This is an optimization exercise on Yosys and OpenROAD, whose aim is small area and a short achievable clock period, not a production implementation.
Function was not checked in any run shown here: the RTL went through the layout flow alone.
Power is estimated from default activity; no workload was simulated.

[config.mk]
export PLATFORM = sky130hd
export DESIGN_NAME = emac_tx_top
export DESIGN_NICKNAME = emac_tx_top
export VERILOG_FILES = /design/flow/design.v
export SDC_FILE = /design/flow/constraint.sdc
export NUM_CORES = 4
export LEC_CHECK = 0
export ABC_CLOCK_PERIOD_IN_PS = 2400
export CAP_MARGIN = 20
export CORE_MARGIN = 2
export CORE_UTILIZATION = 40
export SETUP_SLACK_MARGIN = 3.1
export SLEW_MARGIN = 20
[constraint.sdc]
create_clock -name core_clock -period 5.4 [get_ports {tx_clk_i}]
set_input_delay 1.0800 -clock core_clock [delete_from_list [all_inputs] [get_ports {tx_clk_i}]]
set_output_delay 1.0800 -clock core_clock [all_outputs]
set_load 0.01 [all_outputs]
[design.v]
`timescale 1ns/1ps
package emac_pkg;
  localparam int ADR_W  = 11;
  localparam int DATA_W = 32;
  localparam int MAC_W  = 48;
  localparam logic [ADR_W-1:0] REG_STAT    = 11'h081;
  localparam logic [ADR_W-1:0] REG_MYMACL  = 11'h082;
  localparam logic [ADR_W-1:0] REG_MYMACH  = 11'h083;
  localparam logic [ADR_W-1:0] REG_BUF     = 11'h084;
  localparam logic [ADR_W-1:0] REG_STARTTX = 11'h086;
  localparam logic [ADR_W-1:0] REG_DSTL    = 11'h08A;
  localparam logic [ADR_W-1:0] REG_DSTH    = 11'h08B;
  localparam logic [ADR_W-1:0] REG_TYPE    = 11'h08C;
  localparam int BUF_DEPTH = 64;
  localparam int BUF_CNT_W = 7;
  localparam logic [7:0] PREAMBLE_BYTE = 8'h55;
  localparam int         PREAMBLE_LEN  = 7;
  localparam logic [7:0] SFD_BYTE      = 8'hD5;
  localparam int HDR_LEN = 14;
  localparam logic [31:0] CRC_POLY = 32'hEDB8_8320;
  localparam logic [31:0] CRC_INIT = 32'hFFFF_FFFF;
  typedef logic [DATA_W-1:0] word_t;
  typedef logic [7:0] byte_t;
  typedef logic [MAC_W-1:0] mac_addr_t;
  typedef logic [15:0] ether_type_t;
endpackage
`timescale 1ns/1ps
module emac_regs (
  input  logic                 tx_clk_i,
  input  logic                 reset_i,
  input  logic                 wr_en_i,
  input  logic                 rd_en_i,
  input  logic [emac_pkg::ADR_W-1:0]     adr_i,
  input  emac_pkg::word_t                wr_data_i,
  output emac_pkg::word_t                rd_data_o,
  input  logic                 busy_i,
  input  logic                 buf_pop_i,
  output logic [emac_pkg::BUF_CNT_W-1:0] buf_count_o,
  output logic                 buf_push_o,
  output logic                 start_o,
  output emac_pkg::mac_addr_t            my_mac_o,
  output emac_pkg::mac_addr_t            dst_mac_o,
  output emac_pkg::ether_type_t          ether_type_o
);
  emac_pkg::word_t stat_word;
  emac_pkg::word_t rd_mux;
  logic  start_req;
  always_comb begin
    stat_word = '0;
    stat_word[0] = busy_i;
    stat_word[8 +: emac_pkg::BUF_CNT_W] = buf_count_o;
  end
  assign buf_push_o = wr_en_i && (adr_i == emac_pkg::REG_BUF) && !busy_i &&
                      (buf_count_o != emac_pkg::BUF_DEPTH[emac_pkg::BUF_CNT_W-1:0]);
  always_ff @(posedge tx_clk_i or negedge reset_i) begin
    if (!reset_i) begin
      buf_count_o <= '0;
    end else if (buf_push_o) begin
      buf_count_o <= buf_count_o + 1'b1;
    end else if (buf_pop_i) begin
      buf_count_o <= buf_count_o - 1'b1;
    end
  end
  assign start_req = wr_en_i && (adr_i == emac_pkg::REG_STARTTX) && !busy_i &&
                     (buf_count_o != '0);
  always_ff @(posedge tx_clk_i or negedge reset_i) begin
    if (!reset_i) begin
      my_mac_o     <= '0;
      dst_mac_o    <= '0;
      ether_type_o <= '0;
    end else if (wr_en_i) begin
      case (adr_i)
        emac_pkg::REG_MYMACL: my_mac_o[31:0]   <= wr_data_i;
        emac_pkg::REG_MYMACH: my_mac_o[47:32]  <= wr_data_i[15:0];
        emac_pkg::REG_DSTL:   dst_mac_o[31:0]  <= wr_data_i;
        emac_pkg::REG_DSTH:   dst_mac_o[47:32] <= wr_data_i[15:0];
        emac_pkg::REG_TYPE:   ether_type_o     <= wr_data_i[15:0];
        default: ;
      endcase
    end
  end
  always_ff @(posedge tx_clk_i or negedge reset_i) begin
    if (!reset_i) begin
      start_o <= 1'b0;
    end else begin
      start_o <= start_req;
    end
  end
  always_comb begin
    rd_mux = '0;
    case (adr_i)
      emac_pkg::REG_STAT:   rd_mux = stat_word;
      emac_pkg::REG_MYMACL: rd_mux = my_mac_o[31:0];
      emac_pkg::REG_MYMACH: rd_mux[15:0] = my_mac_o[47:32];
      emac_pkg::REG_DSTL:   rd_mux = dst_mac_o[31:0];
      emac_pkg::REG_DSTH:   rd_mux[15:0] = dst_mac_o[47:32];
      emac_pkg::REG_TYPE:   rd_mux[15:0] = ether_type_o;
      default: ;
    endcase
  end
  always_ff @(posedge tx_clk_i or negedge reset_i) begin
    if (!reset_i) begin
      rd_data_o <= '0;
    end else if (rd_en_i) begin
      rd_data_o <= rd_mux;
    end
  end
endmodule
`timescale 1ns/1ps
module emac_tx_buffer (
  input  logic            tx_clk_i,
  input  logic            reset_i,
  input  logic            push_i,
  input  emac_pkg::word_t data_i,
  input  logic            fetch_d_i,    
  input  logic            load_i,       
  input  logic            load_d_i,     
  input  logic            sync_i,       
  output emac_pkg::word_t cur_o
);
  localparam int DEPTH = emac_pkg::BUF_DEPTH;
  localparam int W     = emac_pkg::DATA_W;
  logic [DEPTH*W-1:0] ring;
  logic [DEPTH*W-1:0] ring_d;
  emac_pkg::word_t    wd0, wd1, wd2;
  emac_pkg::word_t    wsel;
  logic [2:0]         v;            
  logic [2:0]         v_d;
  logic [5:0]         z, z_d;
  logic [5:0]         y, y_d;
  logic               vany_q;       
  logic               zc1_q;        
  logic [15:0]        zc_q;         
  logic [2:0]         src_q;        
  logic [2:0]         src_d;
  logic               go;           
  logic               wen;
  logic [15:0]        ins;
  logic               cap;          
  logic               win_q, win_d;
  logic [15:0]        tsel_q;       
  logic               nv, nv_d;
  emac_pkg::word_t    nxt;
  emac_pkg::word_t    tap;
  assign go  = vany_q || push_i;
  assign wen = zc1_q && go;
  assign ins = zc_q & {16{go}};
  always_comb begin
    v_d = {v[1:0], push_i && !(wen && !vany_q)};
    if (v[2]) begin
      v_d[2] = v[1];
    end else if (v[1]) begin
      v_d[2] = v[1] && !wen;
    end else if (v[0]) begin
      v_d[1] = v[0] && !wen;
    end
    z_d = wen ? z : z - 6'd1;
    if (v_d[2])      src_d = 3'b100;
    else if (v_d[1]) src_d = 3'b010;
    else             src_d = 3'b001;
  end
  always_comb begin
    wsel = vany_q ? (({W{src_q[0]}} & wd0) | ({W{src_q[1]}} & wd1) | ({W{src_q[2]}} & wd2))
                  : data_i;
    for (int p = 0; p < DEPTH; p++) begin
      if (p % 4 == 0 && ins[p / 4]) begin
        ring_d[p*W +: W] = wsel;
      end else begin
        ring_d[p*W +: W] = ring[((p + 1) % DEPTH)*W +: W];
      end
    end
  end
  always_ff @(posedge tx_clk_i) begin
    ring <= ring_d;
    wd0  <= data_i;
    wd1  <= wd0;
    wd2  <= wd1;
  end
  always_comb begin
    tap = '0;
    for (int k = 0; k < DEPTH / 4; k++) begin
      tap = tap | ({W{tsel_q[k]}} & ring[(4*k)*W +: W]);
    end
  end
  assign cap   = win_q && (y[1:0] == 2'd0);
  assign y_d   = sync_i ? z_d : (cap ? y : y - 6'd1);
  assign nv_d  = !sync_i && (cap || (nv && !load_i));
  assign win_d = fetch_d_i && (!nv_d || load_d_i);
  always_ff @(posedge tx_clk_i or negedge reset_i) begin
    if (!reset_i) begin
      v      <= '0;
      z      <= '0;
      y      <= '0;
      nv     <= 1'b0;
      vany_q <= 1'b0;
      zc1_q  <= 1'b0;
      zc_q   <= '0;
      win_q  <= 1'b0;
    end else begin
      v      <= v_d;
      z      <= z_d;
      y      <= y_d;
      nv     <= nv_d;
      win_q  <= win_d;
      vany_q <= |v_d;
      zc1_q  <= (z_d[1:0] == 2'd1);
      for (int k = 0; k < DEPTH / 4; k++) begin
        zc_q[k] <= (z_d == {k[3:0], 2'd1});
      end
    end
  end
  always_ff @(posedge tx_clk_i) begin
    src_q <= src_d;
    for (int k = 0; k < DEPTH / 4; k++) begin
      tsel_q[k] <= (y_d[5:2] == k);
    end
    if (cap)    nxt   <= tap;
    if (load_i) cur_o <= nxt;
  end
endmodule
`timescale 1ns/1ps
module emac_crc32 (
  input  logic            tx_clk_i,
  input  logic            reset_i,
  input  logic            clear_i,
  input  logic            en_i,
  input  emac_pkg::byte_t data_i,
  output emac_pkg::word_t crc_o,
  output emac_pkg::word_t crc_next_o
);
  function automatic emac_pkg::word_t crc_step(emac_pkg::word_t crc, emac_pkg::byte_t d);
    emac_pkg::word_t c;
    c = crc;
    for (int i = 0; i < 8; i++) begin
      if (c[0] ^ d[i]) begin
        c = (c >> 1) ^ emac_pkg::CRC_POLY;
      end else begin
        c = c >> 1;
      end
    end
    crc_step = c;
  endfunction
  assign crc_next_o = crc_step(crc_o, data_i);
  always_ff @(posedge tx_clk_i) begin
    if (clear_i) begin
      crc_o <= emac_pkg::CRC_INIT;
    end else if (en_i) begin
      crc_o <= crc_next_o;
    end
  end
endmodule
`timescale 1ns/1ps
module emac_tx_framer (
  input  logic                           tx_clk_i,
  input  logic                           reset_i,
  input  logic                           start_i,
  input  emac_pkg::mac_addr_t            my_mac_i,
  input  emac_pkg::mac_addr_t            dst_mac_i,
  input  emac_pkg::ether_type_t          ether_type_i,
  input  emac_pkg::word_t                cur_i,
  input  logic [emac_pkg::BUF_CNT_W-1:0] buf_count_i,
  output logic                           buf_pop_o,
  output logic                           fetch_d_o,
  output logic                           load_o,
  output logic                           load_d_o,
  output logic                           sync_o,
  output emac_pkg::byte_t                crc_data_o,
  input  emac_pkg::word_t                crc_i,
  input  emac_pkg::word_t                crc_next_i,
  output logic                           crc_clear_o,
  output logic                           crc_en_o,
  output logic                           busy_o,
  output logic                           tx_en_o,
  output emac_pkg::byte_t                tx_d_o
);
  typedef enum logic [2:0] {
    ST_IDLE, ST_PRE, ST_SFD, ST_HDR, ST_PAY, ST_FCS
  } state_t;
  state_t          state_q;
  state_t          state_d;
  logic [3:0]      cnt_q;
  logic [3:0]      cnt_d;
  logic            tx_en_d;
  emac_pkg::byte_t tx_d_d;
  logic            crc_en_d;
  logic [111:0]    hdr;
  emac_pkg::byte_t hdr_byte;
  emac_pkg::byte_t pay_byte;
  emac_pkg::byte_t fcs_byte;
  logic            pre_byte;
  logic            sfd_byte;
  logic            r_hdr, r_pay, r_fcs0, r_fcs;
  logic [3:0]      r_hsel;
  logic [1:0]      r_pidx, r_fidx;
  logic            n_hdr, n_pay, n_fcs0, n_fcs;
  logic [3:0]      n_hsel;
  logic [1:0]      n_pidx, n_fidx;
  logic            st_idle, st_pre, st_sfd, st_hdr, st_pay, st_fcs;
  logic            last_byte;    
  assign st_idle = (state_q == ST_IDLE);
  assign st_pre  = (state_q == ST_PRE);
  assign st_sfd  = (state_q == ST_SFD);
  assign st_hdr  = (state_q == ST_HDR);
  assign st_pay  = (state_q == ST_PAY);
  assign st_fcs  = (state_q == ST_FCS);
  always_comb begin
    state_d  = state_q;
    cnt_d    = cnt_q;
    tx_en_d  = tx_en_o;
    crc_en_d = 1'b0;
    case (state_q)
      ST_IDLE: begin
        if (start_i) begin
          state_d = ST_PRE;
          cnt_d   = '0;
          tx_en_d = 1'b1;
        end
      end
      ST_PRE: begin
        if (cnt_q == emac_pkg::PREAMBLE_LEN - 1) begin
          state_d = ST_SFD;
        end else begin
          cnt_d = cnt_q + 4'd1;
        end
      end
      ST_SFD: begin
        state_d  = ST_HDR;
        cnt_d    = '0;
        crc_en_d = 1'b1;
      end
      ST_HDR: begin
        crc_en_d = 1'b1;
        if (cnt_q == emac_pkg::HDR_LEN - 1) begin
          state_d = ST_PAY;
          cnt_d   = '0;
        end else begin
          cnt_d = cnt_q + 4'd1;
        end
      end
      ST_PAY: begin
        if (cnt_q[1:0] == 2'd3 && r_fcs0) begin
          state_d = ST_FCS;
          cnt_d   = '0;
        end else begin
          cnt_d    = {2'b00, cnt_q[1:0] + 2'd1};
          crc_en_d = 1'b1;
        end
      end
      ST_FCS: begin
        if (cnt_q[1:0] == 2'd3) begin
          state_d = ST_IDLE;
          tx_en_d = 1'b0;
        end else begin
          cnt_d = cnt_q + 4'd1;
        end
      end
      default: state_d = ST_IDLE;
    endcase
  end
  always_comb begin
    n_hdr  = 1'b0;
    n_pay  = 1'b0;
    n_fcs0 = 1'b0;
    n_fcs  = 1'b0;
    n_hsel = 4'd13;
    n_pidx = 2'd3;
    n_fidx = 2'd1;
    case (state_q)
      ST_PRE: begin
        n_hdr = (cnt_q == emac_pkg::PREAMBLE_LEN - 1);
      end
      ST_SFD: begin
        n_hdr  = 1'b1;
        n_hsel = 4'd12;
      end
      ST_HDR: begin
        n_hdr  = (cnt_q < 4'd12);
        n_hsel = 4'd11 - cnt_q;
        n_pay  = (cnt_q >= 4'd12);
        n_pidx = (cnt_q == 4'd12) ? 2'd3 : 2'd2;
      end
      ST_PAY: begin
        n_fcs0 = (cnt_q[1:0] == 2'd2) && (buf_count_i == 7'd1);
        n_fcs  = (cnt_q[1:0] == 2'd3) && r_fcs0;
        n_pay  = !n_fcs0 && !n_fcs;
        n_pidx = 2'd1 - cnt_q[1:0];
      end
      ST_FCS: begin
        n_fcs  = (cnt_q[1:0] < 2'd2);
        n_fidx = cnt_q[1:0] + 2'd2;
      end
      default: ;
    endcase
  end
  assign hdr      = {dst_mac_i, my_mac_i, ether_type_i};
  assign hdr_byte = hdr[{r_hsel, 3'b000} +: 8];
  assign pay_byte = cur_i[{r_pidx, 3'b000} +: 8];
  assign fcs_byte = ~crc_i[{r_fidx, 3'b000} +: 8];
  assign pre_byte = (st_idle && start_i) ||
                    (st_pre && (cnt_q != emac_pkg::PREAMBLE_LEN - 1));
  assign sfd_byte = st_pre && (cnt_q == emac_pkg::PREAMBLE_LEN - 1);
  assign tx_d_d = ({8{pre_byte}} & emac_pkg::PREAMBLE_BYTE) |
                  ({8{sfd_byte}} & emac_pkg::SFD_BYTE) |
                  ({8{r_hdr}}    & hdr_byte) |
                  ({8{r_pay}}    & pay_byte) |
                  ({8{r_fcs0}}   & ~crc_next_i[7:0]) |
                  ({8{r_fcs}}    & fcs_byte);
  assign busy_o      = !st_idle || start_i;
  assign crc_clear_o = st_idle && start_i;
  assign buf_pop_o   = st_pay && load_o;
  assign sync_o      = st_fcs;
  assign fetch_d_o   = (st_pre && (cnt_q == emac_pkg::PREAMBLE_LEN - 1)) ||
                       st_sfd || st_hdr || st_pay;
  assign load_d_o    = (st_hdr && (cnt_q == 4'd11)) ||
                       (st_pay && (cnt_q[1:0] == 2'd1));
  always_ff @(posedge tx_clk_i or negedge reset_i) begin
    if (!reset_i) begin
      state_q  <= ST_IDLE;
      cnt_q    <= '0;
      tx_en_o  <= 1'b0;
      tx_d_o   <= '0;
      crc_en_o <= 1'b0;
      r_hdr    <= 1'b0;
      r_pay    <= 1'b0;
      r_fcs0   <= 1'b0;
      r_fcs    <= 1'b0;
      load_o   <= 1'b0;
    end else begin
      state_q  <= state_d;
      cnt_q    <= cnt_d;
      tx_en_o  <= tx_en_d;
      tx_d_o   <= tx_d_d;
      crc_en_o <= crc_en_d;
      r_hdr    <= n_hdr;
      r_pay    <= n_pay;
      r_fcs0   <= n_fcs0;
      r_fcs    <= n_fcs;
      load_o   <= load_d_o;
    end
  end
  always_ff @(posedge tx_clk_i) begin
    r_hsel <= n_hsel;
    r_pidx <= n_pidx;
    r_fidx <= n_fidx;
  end
  always_ff @(posedge tx_clk_i) begin
    crc_data_o <= tx_d_d;
  end
endmodule
`timescale 1ns/1ps
module emac_tx_top (
  input  logic                       tx_clk_i,
  input  logic                       reset_i,
  input  logic                       wr_en_i,
  input  logic                       rd_en_i,
  input  logic [emac_pkg::ADR_W-1:0] adr_i,
  input  emac_pkg::word_t            wr_data_i,
  output emac_pkg::word_t            rd_data_o,
  output logic                       tx_en_o,
  output emac_pkg::byte_t            tx_d_o
);
  logic                           busy;
  logic                           start;
  logic                           buf_push;
  logic                           buf_pop;
  logic [emac_pkg::BUF_CNT_W-1:0] buf_count;
  logic                           fetch_d;
  logic                           load;
  logic                           load_d;
  logic                           sync;
  emac_pkg::byte_t                crc_data;
  emac_pkg::word_t                cur;
  emac_pkg::mac_addr_t            my_mac;
  emac_pkg::mac_addr_t            dst_mac;
  emac_pkg::ether_type_t          ether_type;
  logic                           crc_clear;
  logic                           crc_en;
  emac_pkg::word_t                crc;
  emac_pkg::word_t                crc_next;
  emac_regs i_regs (
    .tx_clk_i     (tx_clk_i),
    .reset_i      (reset_i),
    .wr_en_i      (wr_en_i),
    .rd_en_i      (rd_en_i),
    .adr_i        (adr_i),
    .wr_data_i    (wr_data_i),
    .rd_data_o    (rd_data_o),
    .busy_i       (busy),
    .buf_pop_i    (buf_pop),
    .buf_count_o  (buf_count),
    .buf_push_o   (buf_push),
    .start_o      (start),
    .my_mac_o     (my_mac),
    .dst_mac_o    (dst_mac),
    .ether_type_o (ether_type)
  );
  emac_tx_buffer i_buf (
    .tx_clk_i (tx_clk_i),
    .reset_i  (reset_i),
    .push_i   (buf_push),
    .data_i   (wr_data_i),
    .fetch_d_i (fetch_d),
    .load_i    (load),
    .load_d_i  (load_d),
    .sync_i    (sync),
    .cur_o    (cur)
  );
  emac_crc32 i_crc (
    .tx_clk_i   (tx_clk_i),
    .reset_i    (reset_i),
    .clear_i    (crc_clear),
    .en_i       (crc_en),
    .data_i     (crc_data),
    .crc_o      (crc),
    .crc_next_o (crc_next)
  );
  emac_tx_framer i_framer (
    .tx_clk_i     (tx_clk_i),
    .reset_i      (reset_i),
    .start_i      (start),
    .my_mac_i     (my_mac),
    .dst_mac_i    (dst_mac),
    .ether_type_i (ether_type),
    .cur_i        (cur),
    .buf_count_i  (buf_count),
    .buf_pop_o    (buf_pop),
    .fetch_d_o    (fetch_d),
    .load_o       (load),
    .load_d_o     (load_d),
    .sync_o       (sync),
    .crc_data_o   (crc_data),
    .crc_i        (crc),
    .crc_next_i   (crc_next),
    .crc_clear_o  (crc_clear),
    .crc_en_o     (crc_en),
    .busy_o       (busy),
    .tx_en_o      (tx_en_o),
    .tx_d_o       (tx_d_o)
  );
endmodule
[flow/run.sh]
#!/bin/bash
# Standard layout, with the port buffers made from buf_4 cells instead of
# the default pick, so the fixed input and output delays are not lengthened.
set -o pipefail
cp standard.sh standard.sh.log.txt 2>/dev/null
export BUFFER_PORTS_ARGS="-buffer_cell sky130_fd_sc_hd__buf_4"
bash standard.sh > standard.log 2>&1
[standard.sh]
#!/bin/bash
# synth_recipe.tcl (not shown) runs the flow's synth.tcl, then flattens the netlist and writes it again
# the make line also repeats each setting of config.mk as NAME=value (left out here)
make -C /OpenROAD-flow-scripts/flow DESIGN_CONFIG=/design/flow/config.mk WORK_HOME=/design/flow/orfs CLKGATE_MAP_FILE= SYNTH_SCRIPT=/design/flow/synth_recipe.tcl "${@:-finish}"
==> results.sh, run 1 <==
export IMPL_setup_tns_ps=0
export IMPL_synth_top_area_share_pct=65.5
export IMPL_hold_viol_final=0
export IMPL_min_period_over_period_pct=53.9
export IMPL_clock_latency_ps=850
export IMPL_worstSetupPathType="register to register"
export IMPL_rsz0062_at_grt="yes"
export IMPL_drive_above_1_share_pct=32.1
export IMPL_final_antenna_net_count=0
export IMPL_skew_ps=58.5
export IMPL_cp_end_kind="register"
export IMPL_worstPathMaxFanout=8
export IMPL_tightest_slew_ps=1150
export IMPL_avgRoutedWirePerCell_um=25.6
export IMPL_grt_usage_pct=20.8
export IMPL_seq_area_frac_synth_pct=76.1
export IMPL_postLayoutSetupSlackWorst_ps=2490
export IMPL_synth_distinct_cells=72
export IMPL_rows=150
export IMPL_die_x_um=415
export IMPL_grt_pass1_wl_um=262000
export IMPL_cts_sinks=2484
export IMPL_synth_area_leaders="dfxtp_1, mux2_2, dfrtp_1, edfxtp_1, a221oi_1"
export IMPL_syn_area_um2=67500
export IMPL_htreeDepth=4
export IMPL_cts_hold_buf=0
export IMPL_grt_pass1_vias=36700
export IMPL_post_route_min_period_ps=2910
export IMPL_cts_clk_slew_worst_paths_ps=70
export IMPL_die_area_um2=172000
export IMPL_dp_slack_ps=1100
export IMPL_place_gp_congestion=0.834
export IMPL_arrival_ps=3610
export IMPL_remaining_drc_errors=0
export IMPL_power_uw=35700
export IMPL_ys_warn_count=4
export IMPL_num_vias=36400
export IMPL_dr_pass1_iters=5
export IMPL_power_density_nw_per_um2=420
export IMPL_ir_drop_uv=307
export IMPL_start_kind="register"
export IMPL_hold_path_class="input pin to asynchronous set/reset pin"
export IMPL_grt_antenna_before_repair=6
export IMPL_drt_wl_total_um=184000
export IMPL_drt_iter0_markers=2984
export IMPL_slew_headroom_pct=23.3
export IMPL_io_buffers=87
export IMPL_die_height_um=415
export IMPL_syn_area_per_cell_um2=15.4
export IMPL_async_flop_share_pct=8.41
export IMPL_syn_to_final_growth_pct=25.7
export IMPL_start_util_pct=40.3
export IMPL_syn_inst=4394
export IMPL_core_area_um2=167000
export IMPL_grt_max_degree=114
export IMPL_finalSetupViolations=0
export IMPL_overflow=0
export IMPL_synth_ff_latch_count=2484
export IMPL_cts_max_path_buffers=3
export IMPL_cp_required_ps=6090
export IMPL_drv_cap=0
export IMPL_static_leakage_power_uw=0.0358
export IMPL_layout_common_cells="dfxtp_1, mux2_4, clkbuf_16, dfrtp_1, buf_4"
export IMPL_r2r_slack_ps=2490
export IMPL_ioPinCount=88
export IMPL_max_freq_mhz=343
export IMPL_drv_slew=0
export IMPL_hold_ws_ps=296
export IMPL_tritoncts="built"
export IMPL_nFillCells=13700
export IMPL_synth_largest_area_cell="dfxtp_1"
export IMPL_avgViaCountPerCell=5.08
export IMPL_final_nets=4836
export IMPL_cts_buffers=221
export IMPL_synth_edf_count=64
export IMPL_syn_nets=4453
export IMPL_synthFlopType="dfxtp_1"
export IMPL_outcome="no timing/DRC/antenna violations"
export IMPL_dp_hpwl_um=90700
export IMPL_root_buffer="clkbuf_16"
export IMPL_final_common_cell="dfxtp_1"
## cells by family after synthesis
logic type,count (synthesis),share of synthesized area (%)
flops,2484,76.1
mux,710,12.6
buf+inv,245,1.48
fa+ha+maj,12,0.222
xor+xnor,81,1.12
simple gates,350,2.48
compound gates,512,6.01
## state kept, by name (all words and copies together), names as in the netlist, 32 cells and up
| signal | cells |
|---|---|
| i_buf.cur_o | 32 |
| i_buf.nxt | 32 |
| i_buf.ring | 2048 |
| i_buf.wd0 | 32 |
| i_buf.wd1 | 32 |
| i_buf.wd2 | 32 |
| i_crc.crc_o | 32 |
| i_regs.dst_mac_o | 48 |
| i_regs.my_mac_o | 48 |
| i_regs.rd_data_o | 32 |
## timing repair
item | 4_1_cts | 5_1_grt
setup endpoints to repair | 724 | 659
setup buffers | 137 | 34
resized for setup | 609 | 192
gates cloned | 42 | 1
pin swaps | 62 | 27
## layer usage
metal	part of all wire, %	track usage [%]	vias up
met2	45	32.4	1050
met3	5.8	3.83	284
met5	0.0071	0	-
met4	2.8	6.51	2
li1	-	-	16300
met1	46	29.5	18800
## Yosys cell counts (all sizes together) (5+ instances only)
cell type / count
o21ai: 49
a222oi: 35
buf: 68
nor2b: 5
a22o: 128
nor4: 24
xor2: 29
dfrtp: 209
ha: 12
nand3: 13
or4: 5
mux2: 634
o211ai: 9
clkbuf: 143
a22oi: 21
nor2: 121
dfxtp: 2211
o22ai: 11
nand4: 41
nand2b: 9
and2: 6
inv: 31
xnor2: 51
nand2: 100
a221oi: 144
mux2i: 30
o2bb2ai: 17
nor3: 8
mux4: 46
a21oi: 71
edfxtp: 64
## final timing paths
kind                                                    from                               end  depth (start not counted)
setup / recovery           i_regs.buf_count_o[5]$_DFFE_PN0P_          i_buf.tsel_q[10]$_DFF_P_                          9
hold / removal                                       reset_i  i_regs.rd_data_o[31]$_DFFE_PN0P_                          1
setup reg to reg           i_regs.buf_count_o[5]$_DFFE_PN0P_          i_buf.tsel_q[10]$_DFF_P_                          9
hold reg to reg                     i_buf.ring[1004]$_DFF_P_           i_buf.ring[972]$_DFF_P_                          0
max in group asynchronous                            reset_i   i_regs.my_mac_o[39]$_DFFE_PN0P_                          2
min in group core_clock             i_buf.ring[1004]$_DFF_P_           i_buf.ring[972]$_DFF_P_                          0
## cell type report
class	instances	area [um2]	share of cell area (%)
timing repair buffer	345	4250	5.00
antenna	4	10.0	0.0118
clock buffer	316	6560	7.72
multi-input combinational	1690	18600	21.9
clock inverter	98	1150	1.35
timing repair inverter	1	6.26	0.00737
sequential	2484	51500	60.6
tap	2204	2760	3.25
inverter	34	145	0.171
## power breakdown
group	internal [uW]	switching, uW	total (uW)	leakage (uW)
combinational	232	376	608	0.0107
clock	9350	6930	16300	0.00384
sequential	18500	289	18800	0.0212
## stage by stage
stage | util, % | cell area, um2 | cells
global placement | 42.4 | 71000 | 6544
floorplan | - | 68200 | 4394
global route | 50.7 | 84900 | 7173
detailed placement | 42.4 | 71000 | 6544
finish | 50.7 | 84900 | 7176
CTS | 50.0 | 83700 | 7137
## critical path, stage by stage, from the launching register on
cell      delay (ps)
dfrtp_1          380
or4_4            590
buf_12           160
o211ai_4         310
buf_6            150
o211ai_1         130
xnor2_1          300
o21ai_2          180
buf_6            210
nor4_2           370
==> inputs of run 2 (changes only) <==
==> flow/run.sh (replaced) <==
#!/bin/bash
# Standard layout, with the port buffers made from buf_4 cells instead of
# the default pick, and the clock tree's leaf buffers from clkbuf_8.
set -o pipefail
export BUFFER_PORTS_ARGS="-buffer_cell sky130_fd_sc_hd__buf_4"
export CTS_ARGS="-sink_clustering_enable -repair_clock_nets -sink_clustering_buffer sky130_fd_sc_hd__clkbuf_8"
bash standard.sh > standard.log 2>&1
==> results.sh, run 2 <==
export IMPL_outcome="no timing/DRC/antenna violations"
export IMPL_drv_cap=0
export IMPL_drt_iter0_markers=2819
export IMPL_avgRoutedWirePerCell_um=25.1
export IMPL_io_buffers=87
export IMPL_hold_ws_ps=283
export IMPL_seq_area_frac_synth_pct=76.1
export IMPL_r2r_end="i_buf.tsel_q[3]$_DFF_P_"
export IMPL_ioPinCount=88
export IMPL_synth_edf_count=64
export IMPL_cts_buffers=378
export IMPL_tightest_slew_ps=1130
export IMPL_tritoncts="built"
export IMPL_hold_viol_final=0
export IMPL_drive_above_1_share_pct=33.5
export IMPL_num_vias=37500
export IMPL_synth_area_leaders="dfxtp_1, mux2_2, dfrtp_1, edfxtp_1, a221oi_1"
export IMPL_drt_wl_total_um=186000
export IMPL_start_kind="register"
export IMPL_grt_pass1_wl_um=269000
export IMPL_die_x_um=415
export IMPL_clock_latency_ps=890
export IMPL_crit_path_top_delay_cell="or4_4"
export IMPL_rows=150
export IMPL_synth_top_area_share_pct=65.5
export IMPL_reg2reg_depth=7
export IMPL_grt_antenna_before_repair=8
export IMPL_layout_common_cells="dfxtp_1, mux2_4, clkbuf_8, dfrtp_1, buf_4"
export IMPL_syn_nets=4453
export IMPL_rsz0062_at_grt="yes"
export IMPL_arrival_ps=3500
export IMPL_grt_busiest_layer="met2"
export IMPL_cts_max_path_buffers=4
export IMPL_core_area_um2=167000
export IMPL_cp_required_ps=6140
export IMPL_path_cells="or4_4 > o211ai_4 > o21ai_4 > o31a_1 > o31ai_4 > inv_4 > nor4_1"
export IMPL_place_gp_congestion=0.834
export IMPL_synthFlopType="dfxtp_1"
export IMPL_met3_usage_pct=4.25
export IMPL_hold_path_class="input pin to asynchronous set/reset pin"
export IMPL_r2r_slack_ps=2650
export IMPL_synth_top_cells_by_count="dfxtp_1, mux2_2, dfrtp_1, a221oi_1, clkbuf_1"
export IMPL_synth_most_common_cell="dfxtp_1"
export IMPL_final_common_cell="dfxtp_1"
export IMPL_skew_ps=66.7
export IMPL_path_delay_family="compound AO/OA/AOI/OAI gates"
export IMPL_post_route_min_period_ps=2750
export IMPL_async_flop_share_pct=8.41
export IMPL_grt_pass1_vias=38100
export IMPL_synth_distinct_cells=72
export IMPL_ys_warn_count=4
export IMPL_cts_sinks=2484
export IMPL_cp_end_kind="register"
export IMPL_drv_slew=0
export IMPL_dr_pass1_iters=8
export IMPL_worstPathMaxFanout=9
export IMPL_root_buffer="clkbuf_16"
export IMPL_largest_reg_flops=2048
export IMPL_die_area_um2=172000
export IMPL_start_util_pct=40.3
export IMPL_largest_register="i_buf.ring"
export IMPL_final_antenna_net_count=0
export IMPL_synth_largest_area_cell="dfxtp_1"
export IMPL_ir_drop_uv=268
export IMPL_min_period_over_period_pct=51.0
export IMPL_slew_headroom_pct=24.5
export IMPL_dp_hpwl_um=90700
export IMPL_die_height_um=415
export IMPL_path_buf_inv=1
export IMPL_cts_clk_slew_worst_paths_ps=60
export IMPL_static_leakage_power_uw=0.0362
export IMPL_r2r_start="i_regs.buf_count_o[4]$_DFFE_PN0P_"
export IMPL_cts_hold_buf=0
export IMPL_avgViaCountPerCell=5.06
export IMPL_finalSetupViolations=0
export IMPL_worstSetupPathType="register to register"
export IMPL_htreeDepth=5
export IMPL_synth_ff_latch_count=2484
export IMPL_use_met1_pct=30.4
export IMPL_overflow=0
export IMPL_syn_inst=4394
export IMPL_final_nets=4988
export IMPL_max_stage_delay_ps=580
export IMPL_reg_top3="i_buf.ring (2048), i_regs.dst_mac_o (48), i_regs.my_mac_o (48)"
export IMPL_syn_to_final_growth_pct=26.4
export IMPL_max_freq_mhz=363
export IMPL_setup_tns_ps=0
export IMPL_use_met2_pct=32.1
export IMPL_remaining_drc_errors=0
export IMPL_grt_max_degree=114
export IMPL_syn_area_um2=67500
export IMPL_power_density_nw_per_um2=422
export IMPL_power_uw=36100
export IMPL_grt_usage_pct=21.3
export IMPL_syn_area_per_cell_um2=15.4
## run 2: cell counts after synthesis
No cell type changed its count.
## run 2: final cells by class
| class | instances | area [um2] |
|---|---|---|
| Antenna cell | 1 | 2.50 |
| Clock buffer | 600 | 7700 |
| Clock inverter | 58 | 549 |
| Fill cell | 13700 | 82000 |
| Inverter | 34 | 138 |
| Multi-Input combinational cell | 1687 | 18600 |
| Sequential cell | 2484 | 51500 |
| Tap cell | 2204 | 2760 |
| Timing Repair Buffer | 341 | 4190 |
| Timing Repair inverter | 3 | 21.3 |
## run 2: worst max-delay path by stage
stage | start | endpoint | slack [ps] | cells past startpoint
4_1_cts | i_regs.buf_count_o[2]$_DFFE_PN0P_ | i_buf.ring[1175]$_DFF_P_ | 2790 | 9
3_5_place_dp | adr_i[6] | i_buf.ring[662]$_DFF_P_ | 1100 | 8
5_1_grt | i_regs.buf_count_o[5]$_DFFE_PN0P_ | i_buf.tsel_q[3]$_DFF_P_ | 2550 | 7
3_3_place_gp | adr_i[6] | i_buf.ring[787]$_DFF_P_ | 1140 | 8
6_report | i_regs.buf_count_o[4]$_DFFE_PN0P_ | i_buf.tsel_q[3]$_DFF_P_ | 2650 | 7
2_1_floorplan | adr_i[6] | i_buf.ring[1025]$_DFF_P_ | 2500 | 9
## run 2: worst register-to-register path: stages, from the launching register on
cell and delay (ps):
dfrtp_2 400, or4_4 580, o211ai_4 370, o21ai_4 170
o31a_1 310, o31ai_4 290, inv_4 170, nor4_1 350
## run 2: logic make-up after synthesis
group,share of synthesized area (%)
AOI/OAI and AO/OA,6.01
xor gates and xnor gates,1.12
DFF,76.1
adders and majority gates,0.222
muxes,12.6
buffers and inverters,1.48
and+or+nand+nor,2.48
## run 2: power by group
part | switching (uW) | total, uW | internal (uW)
clock | 7040 | 16600 | 9600
combinational | 372 | 601 | 229
sequential | 287 | 18800 | 18500
total | 7700 | 36100 | 28400
## run 2: timing repair
item	4_1_cts	5_1_grt
pin swaps	68	26
setup endpoints to repair	724	676
gates cloned	38	2
buffers inserted	150	19
resized for setup	627	155
## run 2: metal layers
layer,share of wire (%),wire length (um)
met5,0.023,43
met4,2.9,5310
met3,6.1,11300
met2,44,82600
met1,47,87100
## run 2: through the flow
| step | worst slack (ps) | utilization (%) | cell area, um2 | cells |
|---|---|---|---|---|
| 2_1_floorplan | 2500 | - | 68200 | 4394 |
| 3_3_place_gp | 1140 | 42.4 | 71000 | 6544 |
| 3_5_place_dp | 1100 | 42.4 | 71000 | 6544 |
| 4_1_cts | 2790 | 50.5 | 84500 | 7390 |
| 5_1_grt | 2550 | 51.0 | 85400 | 7411 |
| 6_report | 2650 | 51.0 | 85400 | 7412 |

afterwards: timing with drivers on the ports:
No port has a modelled driver above. Below, the same layouts with a new extraction and two added sets of constraints.
Step 1 (the two cells are an assumption about what drives the block):
set clk [get_ports {tx_clk_i}]
set_driving_cell -lib_cell sky130_fd_sc_hd__clkbuf_16 $clk
set_driving_cell -lib_cell sky130_fd_sc_hd__buf_2 [delete_from_list [all_inputs] $clk]
Step 2 also shifts input and output timing later by t, the mid clock arrival at the registers, as if the neighbouring blocks saw the same clock.
a / b / c = ideal / step 1 / step 2; a / b = the first two.
run | shift t [ns] | setup WS [ns] | clock arrival spread, ns | worst data-port slew with drivers (ns)
run 1 | 0.899 | 2.489 / 2.489 / 1.883 | 0.059 / 0.059 | 0.05
run 2 | 0.939 | 2.649 / 2.649 / 1.906 | 0.070 / 0.071 | 0.05
After both steps every run listed still meets setup and hold. The setup slack of run 2, which loses most, moves by 0.000 ns with the drivers and by -0.743 ns with both steps.
